This design comes from an exercise in tuning for small area, a short achievable clock period and few clock cycles per item on the open sky130 flow, not from production work. RTL that was checked went through simulation tests only; none was proved equivalent to the original. No activity file was given, so power comes from the tool's default toggle rates.

// link_reconnect_backoff_controller
module link_reconnect_backoff_controller (
    input  logic                          clk,
    input  logic                          rst_n,
    input  logic                          cfg_wr_en,
    input  logic [lrb_pkg::CFG_IDX_W-1:0] cfg_index,
    input  logic [lrb_pkg::MS_W-1:0]      cfg_wr_data,
    input  logic                          items_valid,
    output logic                          items_ready,
    input  logic [2:0]                    items_mode,
    input  logic [lrb_pkg::TIME_W-1:0]    items_now_ms,
    input  logic                          items_link_up,
    input  logic                          items_have_credentials,
    input  logic                          items_scan_busy,
    output logic                          results_valid,
    input  logic                          results_ready,
    output logic                          results_cmd_connect,
    output logic                          results_cmd_disconnect,
    output logic                          results_notify_up,
    output logic                          results_notify_down,
    output logic                          results_attempt_active,
    output logic [lrb_pkg::TIME_W-1:0]    results_event_epoch,
    output logic [lrb_pkg::MS_W-1:0]      results_current_backoff_ms
);
clock: 7.5 ns
lec_check: 0
cap_margin: 20
core_margin: 2
core_utilization: 40
cts_cluster_diameter: 200
cts_cluster_size: 20
setup_slack_margin: 3.75
slew_margin: 20
standard.sh (not shown) runs the stock make flow with config.mk's settings and CLKGATE_MAP_FILE= SYNTH_SCRIPT=/design/flow/synth_recipe.tcl, a recipe that flattens the netlist after the stock synthesis.
==> flow/flow/run.sh <==
#!/bin/bash
# The standard layout, with two changes:
# - the smallest plain buffer as the port buffer (every port is still buffered; the
#   standard flow picks a delay cell, and the footprint-matched resizing keeps it);
# - no separate half/full adder extraction before ABC maps the logic (the same
#   synthesis otherwise, so the same registers with the same names and cells).
set -euo pipefail
export BUFFER_PORTS_ARGS="-buffer_cell sky130_fd_sc_hd__buf_1"
export ADDER_MAP_FILE=
bash standard.sh > standard.log 2>&1
Testbench counts at the start, summed over its fixed seeds: cycles 12,016, items 12,000.
==> next run, changes <==
CORE_UTILIZATION = 55   (was 40)
SETUP_SLACK_MARGIN = 3.5   (was 3.75)
Outcome: The new run passed the timing, design-rule and antenna checks; wire length shrinks by a few percent; final cell count shrinks by a little under a tenth; clock-buffer cell count is unchanged; via count barely changes; die area shrinks by a quarter to a third; sequential power stays flat; register-to-register slack gets worse by 0.18 ns; worst hold slack gets worse by 0.037 ns; total power shrinks by a few percent; setup slack gets worse by 0.18 ns.
==> next run, changes <==
CORE_UTILIZATION = 40   (was 55)
CTS_CLUSTER_DIAMETER = unset   (was 200)
CTS_CLUSTER_SIZE = unset   (was 20)
SETUP_SLACK_MARGIN = 3.75   (was 3.5)
=>
- The new run completed without violations
- wire length goes up by a few percent
- cell count goes up by roughly a tenth
- count of clock-buffer cells in the layout went up by 13
- register-to-register slack improves by 0.09 ns
- worst hold slack is better by 0.034 ns
- setup slack gains 0.093 ns
- total power is higher by roughly a tenth
- utilization went down by 14 points
- maximum frequency rises by a few percent
- die area rises by well over a third
- synthesized area does not change

main:
Another version of the RTL of link_reconnect_backoff_controller (not shown whole).
For scale: roughly 1,600 cells after synthesis, about 270 flip-flops, roughly 150 I/O pins, ~16,000 um2 of cells after synthesis.
export LEC_CHECK = 0
export CAP_MARGIN = 20
export CORE_MARGIN = 2
export CORE_UTILIZATION = 40
export SETUP_SLACK_MARGIN = 3
export SLEW_MARGIN = 20
create_clock -name core_clock -period 7.5 [get_ports {clk}]
Scripts as last shown in full above: flow/flow/run.sh
Changes in the feature branch relative to main:
==> flow/flow/run.sh <==
#!/bin/bash
# The standard layout, with the smallest plain buffer as the port buffer (every port is
# still buffered; the standard flow picks a delay cell, and the footprint-matched resizing
# then keeps that footprint).
set -euo pipefail
export BUFFER_PORTS_ARGS="-buffer_cell sky130_fd_sc_hd__buf_1"
bash standard.sh > standard.log 2>&1
Notes after the runs:
Higher count of cell types in the netlist goes to main over the feature branch. In the feature branch the fraction of layout instances using a drive strength above 1 turned out 0.57 points higher than in main. As far as number of max-slew violations in the final report goes, main and the feature branch are indistinguishable; the numbers are identical. The feature branch ended up with s1_item_reg[20]$_DFFE_PP_ as its first element of the critical path; main ended up with rr_reg$_DFFE_PN1P_. Looking at all-layer global routing usage, the feature branch sits 1.1 points lower than main does.
No run of this note included a check of the RTL's function; only the layout flow was run.

## wip/umber
RTL: one of the versions met above, not the one the previous note started from.
For scale: ~1,500 cells after synthesis, about 270 flip-flops, roughly 150 I/O pins, ~16,000 um2 of cells after synthesis.
export LEC_CHECK = 0
export CAP_MARGIN = 20
export CORE_MARGIN = 2
export CORE_UTILIZATION = 40
export CTS_BUF_LIST = sky130_fd_sc_hd__clkbuf_4
export CTS_CLUSTER_SIZE = 20
export SETUP_SLACK_MARGIN = 3.5
export SLEW_MARGIN = 20
create_clock -name core_clock -period 7.5 [get_ports {clk}]
==> flow/flow/run.sh <==
#!/bin/bash
# The standard layout, with two changes:
# - the smallest plain buffer as the port buffer (every port is still buffered; the
#   standard flow picks a delay cell, and the footprint-matched resizing keeps it);
# - no separate half/full adder extraction before ABC maps the logic (the same
#   synthesis otherwise, so the same registers with the same names and cells).
set -euo pipefail
export BUFFER_PORTS_ARGS="-buffer_cell sky130_fd_sc_hd__buf_1"
export ADDER_MAP_FILE=
bash standard.sh > standard.log 2>&1
wip/umber: done, clean on timing, DRC and antenna
Testbench counts of wip/umber, summed over its fixed seeds: cycles 12,016, items 12,000.
Relative to wip/umber, the following input files were edited for wip/pepper:
Settings: removing CTS_BUF_LIST (formerly sky130_fd_sc_hd__clkbuf_4); removing CTS_CLUSTER_SIZE (formerly 20).
==> flow/flow/run.sh <==
#!/bin/bash
# The standard layout, with three changes:
# - the smallest plain buffer as the port buffer (every port is still buffered; the
#   standard flow picks a delay cell, and the footprint-matched resizing keeps it);
# - no separate half/full adder extraction before ABC maps the logic (the same
#   synthesis otherwise, so the same registers with the same names and cells);
# - ORFS's power recovery after global routing, which downsizes gates off the
#   critical paths.
set -euo pipefail
export BUFFER_PORTS_ARGS="-buffer_cell sky130_fd_sc_hd__buf_1"
export ADDER_MAP_FILE=
export RECOVER_POWER=100
bash standard.sh > standard.log 2>&1
## What came out
Diff wip/umber -> wip/pepper | share of final layout cell area taken by clock buffers and inverters | decrease of 0.18 points
From wip/pepper to wip/umber, number of storage elements in the synthesis netlist did not move at all.
Diff wip/pepper..wip/umber | worst hold slack | negligible
Compared with wip/umber, the detailed router inserted fewer vias in wip/pepper.
To summarise wip/pepper: no stage aborted, but the layout did not pass its checks, failing on capacitance limit, slew limit.
The mean instance size in the synthesized netlist was comparable across wip/pepper and wip/umber.
Compared with wip/umber, wip/pepper is the less power-hungry design.
wip/pepper reports a lower net switching power than wip/umber does.
wip/pepper vs wip/umber: final critical delay including setup and external delays up in wip/pepper
Re number of synthesized flops with an enable pin: no difference whatsoever between wip/pepper and wip/umber.
Re total wirelength of the detailed-routed design: wip/umber was higher than wip/pepper.
For wip/juniper, these inputs were changed with respect to wip/pepper:
==> flow/flow/run.sh <==
#!/bin/bash
# The standard layout, with two changes:
# - the smallest plain buffer as the port buffer (every port is still buffered; the
#   standard flow picks a delay cell, and the footprint-matched resizing keeps it);
# - no separate half/full adder extraction before ABC maps the logic (the same
#   synthesis otherwise, so the same registers with the same names and cells).
set -euo pipefail
export BUFFER_PORTS_ARGS="-buffer_cell sky130_fd_sc_hd__buf_1"
export ADDER_MAP_FILE=
bash standard.sh > standard.log 2>&1
wip/juniper finished every step from synthesis to the final layout, and the layout passed the timing, design-rule and antenna checks. Compared with wip/pepper, wip/juniper improves minimum clock period. NOTE: final design instance area without fill in wip/juniper exceeds that of wip/pepper. Comparing wip/pepper and wip/juniper, the higher total power was measured on wip/juniper. Where routed wire length is concerned, wip/pepper is outperformed by wip/juniper. Between wip/pepper and wip/juniper, the difference in footprint of the flip-flops and latches is negligible. Per the comparison of wip/juniper with wip/pepper, mean number of vias per cell saw little to no change; share of post-route cells with drive strength above 1 saw an increase. Comparing wip/pepper against wip/juniper, there is no change at all in maximum level of the CTS H-tree.
Relative to wip/juniper, the following input files were edited for wip/maple:
Settings: CTS_CLUSTER_SIZE now 16, previously not set; CTS_CLUSTER_DIAMETER now 200, previously not set; CTS_BUF_LIST now sky130_fd_sc_hd__clkbuf_8, previously not set.
## What came out
- wip/maple: post-synthesis to final-layout area growth 3.2 points below wip/juniper
- Summary of wip/maple over wip/juniper: clock skew went up by 0.011 ns, sequential share of power rose 3.9 points, power in combinational cells essentially unchanged, total non-filler cell area in the finished layout fell 2.8%.

==> static timing again, ports no longer ideal <==
How much do the figures lean on ideal ports? The routed layouts below were timed once more, with nothing changed but the port constraints.
Step 1 assumes that a clkbuf_16 drives the clock port and a buf_2 every other input.
Step 2 adds t to the input delays and takes it off the output delays; t is the mean of the earliest and latest rising clock arrival at the registers after step 1. Input paths then give back, and output paths get back, about the clock's delay inside the block.
a / b / c = ideal ports / drivers / drivers and shift; a / b = the first two.
run | shift t [ns] | setup slack, ns | worst data-port slew with drivers (ns)
the first run of note 1 | 0.545 | 3.661 / 3.661 / 3.366 | 0.08
the second run of note 1 | 0.557 | 3.481 / 3.481 / 3.215 | 0.06
the third run of note 1 | 0.629 | 3.574 / 3.574 / 3.261 | 0.09
main | 0.596 | 3.116 / 3.116 / 2.698 | 0.07
the feature branch | 0.580 | 2.872 / 2.872 / 2.872 | 0.09
wip/umber | 0.762 | 3.555 / 3.555 / 3.057 | 0.08
wip/pepper | 0.622 | 2.143 / 2.143 / 2.143 | 0.09
wip/juniper | 0.618 | 3.547 / 3.547 / 3.219 | 0.10
wip/maple | 0.607 | 3.545 / 3.545 / 3.259 | 0.08
The setup slack of wip/umber, which loses most, moves by 0.000 ns with the drivers and by -0.498 ns with both steps.
